This is an optimization exercise on Yosys and OpenROAD, whose aim is small area and few clock cycles per item, not a production implementation. Only simulation tests tie the RTL to the original design; equivalence was not proved.

## flow/design.v (module list and top-level ports; edited modules follow where they fit)
// module appl_angle_err: 36 lines
// module angle_position_pid_loop: 142 lines
// module appl_fa: 10 lines
// module appl_bsel: 10 lines
// module appl_bsel2: 10 lines
// module appl_bsel1n: 8 lines
// module appl_bsel1: 8 lines
// module appl_ha: 9 lines
// module appl_pid_isum: 937 lines
// module appl_pid_acc: 1814 lines
module angle_position_pid_loop #(
  parameter int ENCODER_BITS   = appl_pkg::ENCODER_BITS_DEF,
  parameter int GAIN_FRAC_BITS = appl_pkg::GAIN_FRAC_BITS_DEF
) (
  input  logic                                clk_i,
  input  logic                                rst_ni,
  input  logic                                in_valid_i,
  output logic                                in_ready_o,
  input  logic [appl_pkg::ENC_W-1:0]          encoder_count_i,
  output logic                                out_valid_o,
  input  logic                                out_ready_i,
  output logic signed [appl_pkg::CUR_W-1:0]   current_ref_o,
  input  logic                                cfg_we_i,
  input  logic [appl_pkg::CFG_IDX_W-1:0]      cfg_idx_i,
  input  logic [appl_pkg::CFG_DATA_W-1:0]     cfg_data_i
);
  // ...
==> flow/run.sh <==
#!/bin/bash
# synth_recipe.tcl (not shown) runs the flow's synth.tcl, then flattens the netlist and writes it again
# the make line also repeats each setting of config.mk as NAME=value (left out here)
make -C /OpenROAD-flow-scripts/flow DESIGN_CONFIG=/design/flow/config.mk WORK_HOME=/design/flow/orfs CLKGATE_MAP_FILE= SYNTH_SCRIPT=/design/flow/synth_recipe.tcl finish
==> flow/config.mk <==
export PLATFORM = sky130hd
export DESIGN_NAME = angle_position_pid_loop
export DESIGN_NICKNAME = angle_position_pid_loop
export VERILOG_FILES = /design/flow/design.v
export SDC_FILE = /design/flow/constraint.sdc
export NUM_CORES = 4
export LEC_CHECK = 0
export CAP_MARGIN = 20
export CORE_MARGIN = 2
export CORE_UTILIZATION = 40
export CTS_BUF_LIST = sky130_fd_sc_hd__clkbuf_4 sky130_fd_sc_hd__clkbuf_8
export SLEW_MARGIN = 20
export SYNTH_HIERARCHICAL = 1
==> flow/constraint.sdc <==
create_clock -name core_clock -period 10.5 [get_ports {clk_i}]
set_input_delay 2.1000 -clock core_clock [delete_from_list [all_inputs] [get_ports {clk_i}]]
set_output_delay 2.1000 -clock core_clock [all_outputs]
set_load 0.01 [all_outputs]
==> results.cfg, run 1 <==
[run_status]
status = timing/DRC/antenna clean

[placement]
placed_cells = 4664
routabilityCongestion = 0.974
place_area_um2 = 38600

[layout]
seq-cell-share = 0.147
area_delta_synth_final_pct = 10.7
multi_input_cells = 2959
finalNetCount = 4320
biggestCellCategory = multi-input gates
n_sequential_cell = 224
mostFrequentLayoutCells = xnor2_1, fa_1, a22oi_1
fill_cells = 8384

[synth]
synth.distinct_cells = 105
synthAdderAreaFrac = 0.354
synth_common_cells = xnor2_1, fa_1, a22oi_1

[route]
routed.top_layer = met4
dr_total_vias = 28599
wl_met2_um = 55000
post_drt_wl_per_cell_um = 26.0

[clocking]
insertion_delay_ns = 0.69
path_clk_slew_ns = 0.06
cts_tree = yes
cts.sinks = 224
ctsResizeCount = 0

[timing]
min_period_ns = 10.11
tightest_slew_ns = 1.19
setup_ws_ns = 0.390

[critical_path]
crit_start = err_b_q[5]
cp-endpoint = current_ref_q[7]
required_ns = 10.91
worstSetupStartpointType = flip-flop
worstSetupPathType = reg -> reg
max_stage_delay_ns = 0.62

[floorplanning]
dieWidth_um = 303
start_util = 0.405

[worst_hold_path]
hp-start = valid_b_q

[global_routing]
grt_pass1_vias = 28779
grtUsageMet1 = 0.380
Testbench counts, summed over its fixed seeds: cycles 14,544, items 14,400.
==> run 2, diff against run 1 <==
--- a/flow/config.mk
+++ b/flow/config.mk
@@ -9,5 +9,4 @@
 export CORE_MARGIN = 2
 export CORE_UTILIZATION = 40
-export CTS_BUF_LIST = sky130_fd_sc_hd__clkbuf_4 sky130_fd_sc_hd__clkbuf_8
 export SLEW_MARGIN = 20
 export SYNTH_HIERARCHICAL = 1
==> run 2 against run 1 <==
  * Still clean
  * Sequential share of layout area about the same
  * Cell count down 0.59%
  * Worst setup slack better by 0.020 ns
  * Critical endpoint unchanged
==> results.cfg, run 2 <==
[run_status]
status = timing/DRC/antenna clean

[worst_hold_path]
hp-class = reg -> reg
hp-start = valid_b_q
holdPathEnd = out_valid_q
whs_path_depth = 2

[critical_path]
worstSetupPathType = reg -> reg
cp_max_fo = 15
reg2reg_slack_ns = 0.41
reg2reg_to = current_ref_q[7]
crit_start = err_b_q[7]
reg2reg_from = err_b_q[7]
reg2regPathDepth = 26
required_ns = 10.88
endpoint_kind = flip-flop
cp_data_arrival_time_ns = 10.47
worstSetupStartpointType = flip-flop

[floorplanning]
start_util = 0.405
die_y_um = 303
dieWidth_um = 303
rows = 109
ios = 64
die_area_um2 = 92000
coreArea_um2 = 88500

[synth]
yosys_register_bits = 224
async_reset_ff_frac = 0.808
ys.flop_type = dfrtp_1
synth_edf_count = 43
yosysMostFrequentCell = xnor2_1
yosysWarningCount = 8
synth_common_cells = xnor2_1, fa_1, a22oi_1
syn_inst = 3384
yosysTopAreaCellShare = 0.268
seq_area_frac_synth = 0.163
synth_area_leader_cell = fa_1
synth_nets = 4157
synth.distinct_cells = 105
postSynthAreaPerCell_um2 = 10.6
synth_area_leaders = fa_1, xnor2_1, dfrtp_1
syn-cell-area_um2 = 35800

[layout]
reg.largest.list = integ_q x32, angle_cfg_q x29
final_cell_area_um2 = 39700
final_common_cell = xnor2_1
area_delta_synth_final_pct = 10.8
mostFrequentLayoutCells = xnor2_1, fa_1, a22oi_1
layout-drive-gt1-share = 0.111
largest_reg_flops = 32
fill_cells = 8384
finalNetCount = 4305
largest_register = integ_q

[global_routing]
overflow = 0
use_met3 = 0.0488
grt_usage = 0.270
grt_busiest_layer = met2
grt_max_degree = 74
antenna_found_initial = 2
met2_usage = 0.420
grt_pass1_wl_um = 187000
grt_pass1_vias = 28699
grtUsageMet1 = 0.380

[timing]
hold_viol = 0
relSlewSlack = 0.186
fmaxAchievable_mhz = 99.1
rsz0062_at_grt = no
tightest_slew_ns = 1.22
fin_crit_sh = 0.961
fin_skew_ns = 0.0589
finalSetupTns_ns = 0
min_period_ns = 10.09
finalSetupViolCount = 0
slew_viol_final = 0

[placement]
port_buffers = 63
routabilityCongestion = 0.974
dp_hpwl_um = 96400
place_area_um2 = 38600

[clocking]
cts_root_buf = clkbuf_16
path_clk_slew_ns = 0.07
postCtsHoldBufs = 0
cts.sinks = 224
ctsResizeCount = 0
cts_max_level = 1
cts_buffers = 30
clock_path_buffers = 3
post-cts-setup-buffers = 0
insertion_delay_ns = 0.65
cts_tree = yes

[route]
first_pass_iters = 7
drc = 0
post_drt_wl_per_cell_um = 26.0
drt-initial-drc-count = 2722
wl_um = 123000
ant_nets = 0
via_per_inst = 6.03
dr_total_vias = 28491

[job]
drv_cap = 0
[run 2: routing by layer]
layer,up-vias,wire [um]
met5,-,0
met4,0,4610
met3,194,10300
met2,1312,54600
met1,14426,53500
li1,12559,-
[run 2: critical path, cell delays in order, from the launching register on]
cell,delay (ns)
dfrtp_2,0.51
xor2_2,0.72
buf_4,0.34
a22oi_1,0.12
xnor2_1,0.25
fa_1,0.49
fa_1,0.53
fa_1,0.52
fa_1,0.52
fa_1,0.53
fa_1,0.50
ha_1,0.55
nand2_1,0.18
nor2_1,0.18
and4_1,0.41
nand3b_1,0.27
o211ai_1,0.55
a21oi_1,0.17
xnor2_1,0.49
ha_1,0.35
a2111oi_0,0.46
o21ai_0,0.17
a21oi_1,0.17
o311a_1,0.22
buf_4,0.28
mux2i_1,0.24
mux2i_1,0.10
[run 2: through the flow]
step           cells  worst slack [ns]   util  hold slack (ns)
5_1_grt         4720            0.0179  0.448            0.462
3_3_place_gp    4664             0.608  0.437            0.431
3_5_place_dp    4664             0.538  0.437            0.439
4_1_cts         4719             0.565  0.448            0.453
6_report        4721             0.410  0.448            0.445
2_1_floorplan   3384             0.422      -            0.411
[run 2: area by class of cell]
cell class | instances | area (um2) | share of cell area
Antenna cell | 1 | 2.50 | 0.0000630
Clock buffer | 35 | 800 | 0.0201
Clock inverter | 20 | 210 | 0.00530
Inverter | 141 | 529 | 0.0133
Multi-Input combinational cell | 2959 | 29400 | 0.740
Sequential cell | 224 | 5830 | 0.147
Tap cell | 1165 | 1460 | 0.0367
Timing Repair Buffer | 176 | 1500 | 0.0379
[run 2: per-module statistics from Yosys (local to each module, per instance), a selection]
module / flops+latches / cells / times used
appl_bsel2: 0 / 4 / 209
appl_ha: 0 / 1 / 57
appl_bsel: 0 / 2 / 19
appl_fa: 0 / 1 / 477
appl_pid_isum: 0 / 322 / 1
appl_bsel1: 0 / 2 / 67
angle_position_pid_loop: 224 / 919 / 1
appl_pid_acc: 0 / 362 / 1
appl_bsel1n: 0 / 2 / 20
[run 2: logic make-up after synthesis]
family | count (synthesis) | share of synthesized area
XOR/XNOR | 630 | 0.154
adder cells (fa/ha/maj) | 727 | 0.354
multiplexers | 154 | 0.0468
AO/OA/AOI/OAI | 908 | 0.184
buffers and inverters | 201 | 0.0231
AND/OR/NAND/NOR | 540 | 0.0747
flip-flops | 224 | 0.163
[run 2: worst max-delay path by stage]
stage	endpoint	cells past startpoint	slack, ns
after CTS	current_ref_q[7]	26	0.56
after detailed placement	current_ref_q[7]	26	0.54
final	current_ref_q[7]	26	0.41
after global routing	current_ref_q[6]	27	0.02
after floorplan	current_ref_q[0]	28	0.42
after global placement	current_ref_q[15]	26	0.61
==> module angle_position_pid_loop, before the edit <==
module angle_position_pid_loop #(
  parameter int ENCODER_BITS   = appl_pkg::ENCODER_BITS_DEF,
  parameter int GAIN_FRAC_BITS = appl_pkg::GAIN_FRAC_BITS_DEF
) (
  input  logic                                clk_i,
  input  logic                                rst_ni,
  input  logic                                in_valid_i,
  output logic                                in_ready_o,
  input  logic [appl_pkg::ENC_W-1:0]          encoder_count_i,
  output logic                                out_valid_o,
  input  logic                                out_ready_i,
  output logic signed [appl_pkg::CUR_W-1:0]   current_ref_o,
  input  logic                                cfg_we_i,
  input  logic [appl_pkg::CFG_IDX_W-1:0]      cfg_idx_i,
  input  logic [appl_pkg::CFG_DATA_W-1:0]     cfg_data_i
);
  localparam int GW = appl_pkg::GAIN_W;
  logic signed [GW-1:0]  prop_gain_q, integ_gain_q, deriv_gain_q;
  logic signed [15:0]    output_low_q, output_high_q;    
  appl_pkg::angle_cfg_t  angle_cfg_q;
  logic signed [15:0]    lim_wr, lim_sat;
  assign lim_wr = cfg_data_i[15:0];
  always_comb begin
    lim_sat = lim_wr;
    if (lim_wr > 16'sd16384)  lim_sat = 16'sd16384;
    if (lim_wr < -16'sd16384) lim_sat = -16'sd16384;
  end
  always_ff @(posedge clk_i or negedge rst_ni) begin
    if (!rst_ni) begin
      prop_gain_q   <= '0;
      integ_gain_q  <= '0;
      deriv_gain_q  <= '0;
      output_low_q  <= -16'sd16384;
      output_high_q <= 16'sd16384;
      angle_cfg_q   <= '0;
    end else if (cfg_we_i) begin
      case (cfg_idx_i)
        appl_pkg::CFG_PROP_GAIN:    prop_gain_q   <= cfg_data_i;
        appl_pkg::CFG_INTEG_GAIN:   integ_gain_q  <= cfg_data_i;
        appl_pkg::CFG_DERIV_GAIN:   deriv_gain_q  <= cfg_data_i;
        appl_pkg::CFG_OUTPUT_LOW:   output_low_q  <= lim_sat;
        appl_pkg::CFG_OUTPUT_HIGH:  output_high_q <= lim_sat;
        appl_pkg::CFG_TARGET_ANGLE: angle_cfg_q.target_angle <= cfg_data_i[appl_pkg::ENC_W-1:0];
        appl_pkg::CFG_ZERO_ANGLE:   angle_cfg_q.zero_angle   <= cfg_data_i[appl_pkg::ENC_W-1:0];
        appl_pkg::CFG_REVERSE_DIR:  angle_cfg_q.reverse_dir  <= cfg_data_i[0];
        default: ;
      endcase
    end
  end
  logic adv, valid_a_q, valid_b_q, out_valid_q, step_b;
  assign adv        = !out_valid_q || out_ready_i;
  assign in_ready_o = adv;
  assign step_b     = adv && valid_a_q;     
  always_ff @(posedge clk_i or negedge rst_ni) begin
    if (!rst_ni) begin
      valid_a_q   <= 1'b0;
      valid_b_q   <= 1'b0;
      out_valid_q <= 1'b0;
    end else if (adv) begin
      valid_a_q   <= in_valid_i;
      valid_b_q   <= valid_a_q;
      out_valid_q <= valid_b_q;
    end
  end
  logic signed [12:0] err_d, err_a_q;
  appl_angle_err #(
    .ENCODER_BITS(ENCODER_BITS)
  ) u_angle_err (
    .cfg_i   (angle_cfg_q),
    .count_i (encoder_count_i),
    .err_o   (err_d)
  );
  always_ff @(posedge clk_i) begin
    if (adv) err_a_q <= err_d;
  end
  logic signed [12:0] err_b_q;
  logic signed [13:0] derr_b_q;
  always_ff @(posedge clk_i or negedge rst_ni) begin
    if (!rst_ni) begin
      err_b_q <= '0;
    end else if (step_b) begin
      err_b_q <= err_a_q;
    end
  end
  always_ff @(posedge clk_i) begin
    if (step_b) derr_b_q <= 14'(err_a_q) - 14'(err_b_q);
  end
  logic signed [35:0] isum;
  logic signed [31:0] integ_q, integ_d;
  logic signed [19:0] isum_hi;
  logic               isum_frac, above, below;
  appl_pid_isum u_isum (
    .integ_i (integ_q),
    .ki_i    (integ_gain_q),
    .err_i   (err_a_q),
    .sum_o   (isum)
  );
  assign isum_hi   = $signed(isum[35:16]);
  assign isum_frac = |isum[15:0];
  assign above = (isum_hi > 20'(output_high_q)) || (isum_hi == 20'(output_high_q) && isum_frac);
  assign below = isum_hi < 20'(output_low_q);
  always_comb begin
    if (above) begin
      integ_d = {output_high_q, 16'd0};
    end else if (below) begin
      integ_d = {output_low_q, 16'd0};
    end else begin
      integ_d = isum[31:0];
    end
  end
  always_ff @(posedge clk_i or negedge rst_ni) begin
    if (!rst_ni) begin
      integ_q <= '0;
    end else if (step_b) begin
      integ_q <= integ_d;
    end
  end
  logic signed [21:0] cur_raw;
  appl_pid_acc u_acc (
    .integ_i (integ_q),
    .kp_i    (prop_gain_q),
    .kd_i    (deriv_gain_q),
    .err_i   (err_b_q),
    .derr_i  (derr_b_q),
    .sum_o   (cur_raw)
  );
  logic signed [15:0] cur_d, current_ref_q;
  always_comb begin
    if (cur_raw > 22'(output_high_q)) begin
      cur_d = output_high_q;
    end else if (cur_raw < 22'(output_low_q)) begin
      cur_d = output_low_q;
    end else begin
      cur_d = cur_raw[15:0];
    end
  end
  always_ff @(posedge clk_i) begin
    if (adv) current_ref_q <= cur_d;
  end
  assign out_valid_o   = out_valid_q;
  assign current_ref_o = current_ref_q;
endmodule
==> run 3, diff against run 2 <==
--- a/flow/design.v
+++ b/flow/design.v
@@ -158,6 +158,6 @@
   logic signed [35:0] isum;
   logic signed [31:0] integ_q, integ_d;
-  logic signed [19:0] isum_hi;
-  logic               isum_frac, above, below;
+  logic signed [15:0] isum_hi;
+  logic               isum_frac, isum_pos_ovf, isum_neg_ovf, above, below;
   appl_pid_isum u_isum (
     .integ_i (integ_q),
@@ -166,8 +166,12 @@
     .sum_o   (isum)
   );
-  assign isum_hi   = $signed(isum[35:16]);
-  assign isum_frac = |isum[15:0];
-  assign above = (isum_hi > 20'(output_high_q)) || (isum_hi == 20'(output_high_q) && isum_frac);
-  assign below = isum_hi < 20'(output_low_q);
+  assign isum_pos_ovf = !isum[35] && (|isum[34:31]);
+  assign isum_neg_ovf = isum[35] && !(&isum[34:31]);
+  assign isum_hi      = $signed(isum[31:16]);
+  assign isum_frac    = |isum[15:0];
+  assign above = isum_pos_ovf
+              || (!isum_neg_ovf && ((isum_hi > output_high_q)
+                                    || (isum_hi == output_high_q && isum_frac)));
+  assign below = isum_neg_ovf || (!isum_pos_ovf && isum_hi < output_low_q);
   always_comb begin
     if (above) begin
@@ -196,11 +200,18 @@
   );
   logic signed [15:0] cur_d, current_ref_q;
+  logic               cur_pos_ovf, cur_neg_ovf, cur_above, cur_below;
+  logic signed [15:0] cur16;
+  assign cur_pos_ovf = !cur_raw[21] && (|cur_raw[20:15]);
+  assign cur_neg_ovf = cur_raw[21] && !(&cur_raw[20:15]);
+  assign cur16       = cur_raw[15:0];
+  assign cur_above   = cur_pos_ovf || (!cur_neg_ovf && cur16 > output_high_q);
+  assign cur_below   = cur_neg_ovf || (!cur_pos_ovf && cur16 < output_low_q);
   always_comb begin
-    if (cur_raw > 22'(output_high_q)) begin
+    if (cur_above) begin
       cur_d = output_high_q;
-    end else if (cur_raw < 22'(output_low_q)) begin
+    end else if (cur_below) begin
       cur_d = output_low_q;
     end else begin
-      cur_d = cur_raw[15:0];
+      cur_d = cur16;
     end
   end
==> run 3 against run 2 <==
  * Clock skew decreased by 0.0058 ns
  * Core utilization decreased by 0.25 points
  * Synthesized area decreased by 0.47%
  * Via count increased by 1.3%
  * Critical path depth decreased by 1
  * Count of clock-buffer cells in the layout decreased by 1
  * First-iteration DRC count increased by 0.18%
  * Largest cell class unchanged
==> results.cfg, run 3 <==
[synth]
synth_area_leaders = fa_1, xnor2_1, dfrtp_1
yosysWarningCount = 8
syn_inst = 3395
synth_edf_count = 43
yosys_register_bits = 224
synth_nets = 4148
async_reset_ff_frac = 0.808
yosysMostFrequentCell = xnor2_1
postSynthAreaPerCell_um2 = 10.5
synth.distinct_cells = 106
syn-cell-area_um2 = 35700
seq_area_frac_synth = 0.163
synth_common_cells = xnor2_1, fa_1, a22oi_1
yosysTopAreaCellShare = 0.269
synth_area_leader_cell = fa_1
ys.flop_type = dfrtp_1

[job]
drv_cap = 0

[layout]
reg.largest.list = integ_q x32, angle_cfg_q x29
mostFrequentLayoutCells = xnor2_1, fa_1, a22oi_1
fill_cells = 8457
final_common_cell = xnor2_1
finalNetCount = 4276
register_area_um2 = 5830
largest_reg_flops = 32
layout-drive-gt1-share = 0.107
multi_input_area_um2 = 29200
area_delta_synth_final_pct = 10.5
largest_register = integ_q

[timing]
fmaxAchievable_mhz = 99.5
finalSetupTns_ns = 0
slew_viol_final = 0
min_period_ns = 10.05
fin_skew_ns = 0.0531
finalSetupViolCount = 0
relSlewSlack = 0.223
tightest_slew_ns = 1.17
fin_hold_ws_ns = 0.461
fin_crit_sh = 0.957
rsz0062_at_grt = no
hold_viol = 0

[route]
via_per_inst = 6.12
dr_total_vias = 28863
drc = 0
ant_nets = 0
drt-initial-drc-count = 2727
first_pass_iters = 6
post_drt_wl_per_cell_um = 26.3
wl_um = 124000

[clocking]
ctsResizeCount = 0
post-cts-setup-buffers = 0
clock_path_buffers = 3
cts.sinks = 224
cts_buffers = 30
cts_root_buf = clkbuf_16
insertion_delay_ns = 0.66
cts_max_level = 1
cts_tree = yes
path_clk_slew_ns = 0.06
postCtsHoldBufs = 0

[critical_path]
reg2regPathDepth = 25
endpoint_kind = flip-flop
worstSetupPathType = reg -> reg
cp_data_arrival_time_ns = 10.40
cp_max_fo = 32
required_ns = 10.85
worstSetupStartpointType = flip-flop

[global_routing]
antenna_found_initial = 3
grt_pass1_vias = 28925
grt_usage = 0.272
grt_max_degree = 73
grt_pass1_wl_um = 188000
overflow = 0

[floorplanning]
start_util = 0.403
die_y_um = 303
coreArea_um2 = 88400
ios = 64
die_area_um2 = 91600
dieWidth_um = 303
rows = 109

[placement]
routabilityCongestion = 1.01
dp_hpwl_um = 96700
port_buffers = 63

[worst_hold_path]
hp-class = reg -> reg
whs_path_depth = 2

[run_status]
status = timing/DRC/antenna clean
## run 3: modules after synthesis, one instance, submodules excluded, excerpt
module / cell area, um2 / flops+latches / times used
angle_position_pid_loop: 11000 / 224 / 1
appl_bsel: 21.3 / 0 / 19
appl_bsel1: 12.5 / 0 / 67
appl_bsel1n: 12.5 / 0 / 20
appl_bsel2: 32.5 / 0 / 209
appl_fa: 20.0 / 0 / 477
appl_ha: 12.5 / 0 / 57
appl_pid_acc: 2450 / 0 / 1
## run 3: cells by family after synthesis
group	Yosys count	share of synthesized area
compound gates	939	0.191
fa+ha+maj	707	0.349
xor+xnor	631	0.156
simple gates	572	0.0789
flops	224	0.163
buf+inv	200	0.0232
mux	122	0.0379
## run 3: worst paths after layout
path,from,end,slack (ns)
max in group asynchronous,rst_ni,output_low_q[9],7.71
hold / removal,valid_b_q,out_valid_q,0.46
hold reg to reg,valid_b_q,out_valid_q,0.46
setup reg to reg,err_b_q[3],current_ref_q[0],0.45
min in group asynchronous,rst_ni,integ_gain_q[9],1.42
setup / recovery,err_b_q[3],current_ref_q[0],0.45
## run 3: routing by layer
layer  wire length [um]  vias to the layer above  GRT usage
met5                 29                        -          0
met3              11700                      202     0.0616
met4               4470                        4     0.0918
met1              53400                    14757      0.386
li1                   -                    12564          -
met2              54400                     1336      0.410
## run 3: layout make-up
type	instances	share of cell area
clock buffer	34	0.0199
sequential	224	0.148
inverter	133	0.0127
antenna	1	0.0000635
multi-input combinational	2971	0.741
tap	1165	0.0370
clock inverter	22	0.00635
timing repair buffer	163	0.0352
## run 3: worst max-delay path: stages (launching register included)
cell	delay, ns
dfrtp_2	0.62
xor2_2	0.60
buf_4	0.31
a22oi_1	0.12
xnor2_1	0.27
fa_1	0.51
fa_1	0.54
fa_1	0.52
fa_1	0.51
fa_1	0.53
fa_1	0.50
ha_1	0.49
nand2_1	0.17
nor2_1	0.33
and4_1	0.32
nand3b_1	0.10
o211ai_1	0.57
a41oi_1	0.22
xnor2_1	0.45
ha_1	0.24
nand4_1	0.13
or3_1	0.38
a31o_1	0.21
a31o_1	0.25
a31oi_4	0.66
a31oi_1	0.19
## run 3: through the flow
stage	instance area, um2	utilization	setup WS (ns)	std cells
5_1_grt	39400	0.446	0.0135	4712
3_5_place_dp	38400	0.434	0.498	4655
3_3_place_gp	38400	0.434	0.618	4655
2_1_floorplan	35700	-	0.457	3395
6_report	39400	0.446	0.452	4713
4_1_cts	39400	0.446	0.497	4711
Testbench counts of run 3, summed over its fixed seeds: cycles 14,544, items 14,400.
==> run 4, diff against run 3 <==
--- a/flow/config.mk
+++ b/flow/config.mk
@@ -8,5 +8,5 @@
 export CAP_MARGIN = 20
 export CORE_MARGIN = 2
-export CORE_UTILIZATION = 40
+export CORE_UTILIZATION = 55
 export SLEW_MARGIN = 20
 export SYNTH_HIERARCHICAL = 1
==> run 4 against run 3 <==
  * Cell area shrank 1.2%
  * Critical endpoint unchanged
  * Wire length grew 2.5%
  * Still clean
  * Critical path type unchanged
  * Worst setup slack lost 0.14 ns
  * Synthesized area is the same
  * Core utilization grew 16 points
  * Global-route usage grew 11 points
  * Sequential share of layout area grew 0.17 points
  * Cell count shrank 6.6%
  * Count of clock-buffer cells in the layout grew 1
==> results.cfg, run 4 <==
[run_status]
status = timing/DRC/antenna clean

[placement]
dp_hpwl_um = 97200
port_buffers = 63
routabilityCongestion = 1.01
place_area_um2 = 37900

[synth]
synth_nets = 4148
postSynthAreaPerCell_um2 = 10.5
seq_area_frac_synth = 0.163
yosys_register_bits = 224
ys.flop_type = dfrtp_1
synth.distinct_cells = 106
synth_area_leader_cell = fa_1
async_reset_ff_frac = 0.808
yosysTopAreaCellShare = 0.269
synth_common_cells = xnor2_1, fa_1, a22oi_1
syn-cell-area_um2 = 35700
syn_inst = 3395
yosysMostFrequentCell = xnor2_1
synth_edf_count = 43
synth_area_leaders = fa_1, xnor2_1, dfrtp_1
yosysWarningCount = 8

[route]
first_pass_iters = 8
drt-initial-drc-count = 3310
wl_um = 127000
dr_total_vias = 29546
drc = 0
ant_nets = 0
post_drt_wl_per_cell_um = 28.9
via_per_inst = 6.71

[floorplanning]
ios = 64
coreArea_um2 = 64200
die_area_um2 = 66900
rows = 93
dieWidth_um = 259
start_util = 0.555
die_y_um = 259

[clocking]
postCtsHoldBufs = 0
cts_root_buf = clkbuf_16
clock_path_buffers = 3
ctsResizeCount = 0
cts_tree = yes
cts_max_level = 1
path_clk_slew_ns = 0.07
cts.sinks = 224
post-cts-setup-buffers = 0
insertion_delay_ns = 0.59
cts_buffers = 28

[timing]
hold_viol = 0
fin_hold_ws_ns = 0.470
fin_skew_ns = 0.0256
rsz0062_at_grt = no
finalSetupTns_ns = 0
slew_viol_final = 0
fin_crit_sh = 0.971
min_period_ns = 10.19
fmaxAchievable_mhz = 98.1
relSlewSlack = 0.253
tightest_slew_ns = 1.12
finalSetupViolCount = 0

[layout]
largest_register = integ_q
layout-drive-gt1-share = 0.105
reg.largest.list = integ_q x32, angle_cfg_q x29
final_util = 0.606
mostFrequentLayoutCells = xnor2_1, fa_1, a22oi_1
largest_reg_flops = 32
final_cell_area_um2 = 38900
final_common_cell = xnor2_1
area_delta_synth_final_pct = 9.21
finalNetCount = 4275

[global_routing]
grt_pass1_wl_um = 191000
grt_pass1_vias = 30315
antenna_found_initial = 3
grt_usage = 0.380
grt_max_degree = 79
overflow = 0

[critical_path]
endpoint_kind = flip-flop
worstSetupStartpointType = flip-flop
required_ns = 10.82
worstSetupPathType = reg -> reg
cp_max_fo = 22
cp_data_arrival_time_ns = 10.51

[worst_hold_path]
hp-class = reg -> reg

[job]
drv_cap = 0
## run 4: cell count changes in the layout (fill, tap and decap cells not counted), sizes merged
cell,previous run,this run
clkinv,14,8
diode,1,4
inv,136,139
buf,99,101
clkinvlp,2,0
## run 4: path summary, 6_finish.rpt
path	start	to	slack, ns	depth (start not counted)
setup / recovery	err_b_q[3]	current_ref_q[0]	0.31	26
hold / removal	valid_b_q	out_valid_q	0.47	2
setup reg to reg	err_b_q[3]	current_ref_q[0]	0.31	26
hold reg to reg	valid_b_q	out_valid_q	0.47	2
max in group asynchronous	rst_ni	err_b_q[5]	6.98	3
min in group asynchronous	rst_ni	angle_cfg_q[27]	1.57	1
## run 4: layer usage
layer | part of all wire | routed length, um | GRT usage | vias up
met4 | 0.045 | 5780 | 0.155 | 0
met2 | 0.45 | 57100 | 0.591 | 1729
li1 | - | - | - | 12570
met1 | 0.40 | 50400 | 0.510 | 14971
met3 | 0.11 | 13800 | 0.0930 | 276
met5 | 0 | 0 | 0 | -
## run 4: area by class of cell
class,count,area (um2)
clock buffers,35,758
repair buffers,164,1400
fillers,5496,25300
well taps,855,1070
diodes,4,10.0
inverters,133,499
clock inverters,17,208
multi-input cells,2971,29200
flip-flops and latches,224,5830
## run 4: worst max-delay path, stage by stage, from the launching register on
cell and delay (ns):
dfrtp_2 0.38, buf_4 0.32, xor2_2 0.58, buf_4 0.32, a22oi_1 0.13, xnor2_1 0.24
fa_1 0.50, fa_1 0.56, fa_1 0.55, fa_1 0.53, fa_1 0.54, fa_1 0.52
ha_1 0.52, nand2_1 0.24, nor2_1 0.47, nand3b_1 0.13, o211ai_1 0.52, a21oi_1 0.17
xnor2_1 0.58, ha_1 0.26, nand4_1 0.13, nor4_1 0.36, and2_1 0.19, buf_4 0.22
o31a_1 0.61, a21bo_2 0.24, a31oi_1 0.07
## run 4: logic make-up after synthesis
kind of cell | share of synthesized area
AND/OR/NAND/NOR | 0.0789
multiplexers | 0.0379
buffers and inverters | 0.0232
AO/OA/AOI/OAI | 0.191
adder cells (fa/ha/maj) | 0.349
flip-flops | 0.163
XOR/XNOR | 0.156
## run 4: modules after synthesis, one instance, submodules excluded, excerpt
module | cell area [um2] | flops+latches | copies in the design | cells
appl_bsel | 21.3 | 0 | 19 | 2
appl_fa | 20.0 | 0 | 477 | 1
angle_position_pid_loop | 11000 | 224 | 1 | 936
appl_pid_isum | 2220 | 0 | 1 | 322
appl_bsel2 | 32.5 | 0 | 209 | 4
appl_ha | 12.5 | 0 | 57 | 1
appl_bsel1 | 12.5 | 0 | 67 | 2
appl_pid_acc | 2450 | 0 | 1 | 362
appl_bsel1n | 12.5 | 0 | 20 | 2
## run 4: through the flow
| step | instances | setup slack, ns |
|---|---|---|
| 2_1_floorplan | 3395 | 0.457 |
| 3_3_place_gp | 4345 | 0.628 |
| 3_5_place_dp | 4345 | 0.512 |
| 4_1_cts | 4397 | 0.491 |
| 5_1_grt | 4400 | 0.0924 |
| 6_report | 4403 | 0.308 |

re-timing with driven ports:
In the flow no input, the clock included, has a driving cell. The finished layouts below were timed again as built, in two steps. Step 1 (the two cells are an assumption about what drives the block):
set clk [get_ports {clk_i}]
set_driving_cell -lib_cell sky130_fd_sc_hd__clkbuf_16 $clk
set_driving_cell -lib_cell sky130_fd_sc_hd__buf_2 [delete_from_list [all_inputs] $clk]
Step 2, shift: input delay + t, output delay - t, t = (earliest + latest rising clock arrival at the registers) / 2. This alone moves slack from input paths to output paths. a / b / c = ideal ports / drivers / drivers and shift; a / b = the first two.
| run | shift t [ns] | setup WS [ns] | worst setup path at the end | latest minus earliest clock arrival (ns) |
|---|---|---|---|---|
| run 1 | 0.709 | 0.390 / 0.390 / 0.390 | register to register | 0.096 / 0.096 |
| run 2 | 0.682 | 0.410 / 0.410 / 0.410 | register to register | 0.064 / 0.063 |
| run 3 | 0.693 | 0.452 / 0.452 / 0.452 | register to register | 0.058 / 0.059 |
| run 4 | 0.651 | 0.308 / 0.308 / 0.308 | register to register | 0.026 / 0.027 |
After both steps setup and hold are still met in every run listed.
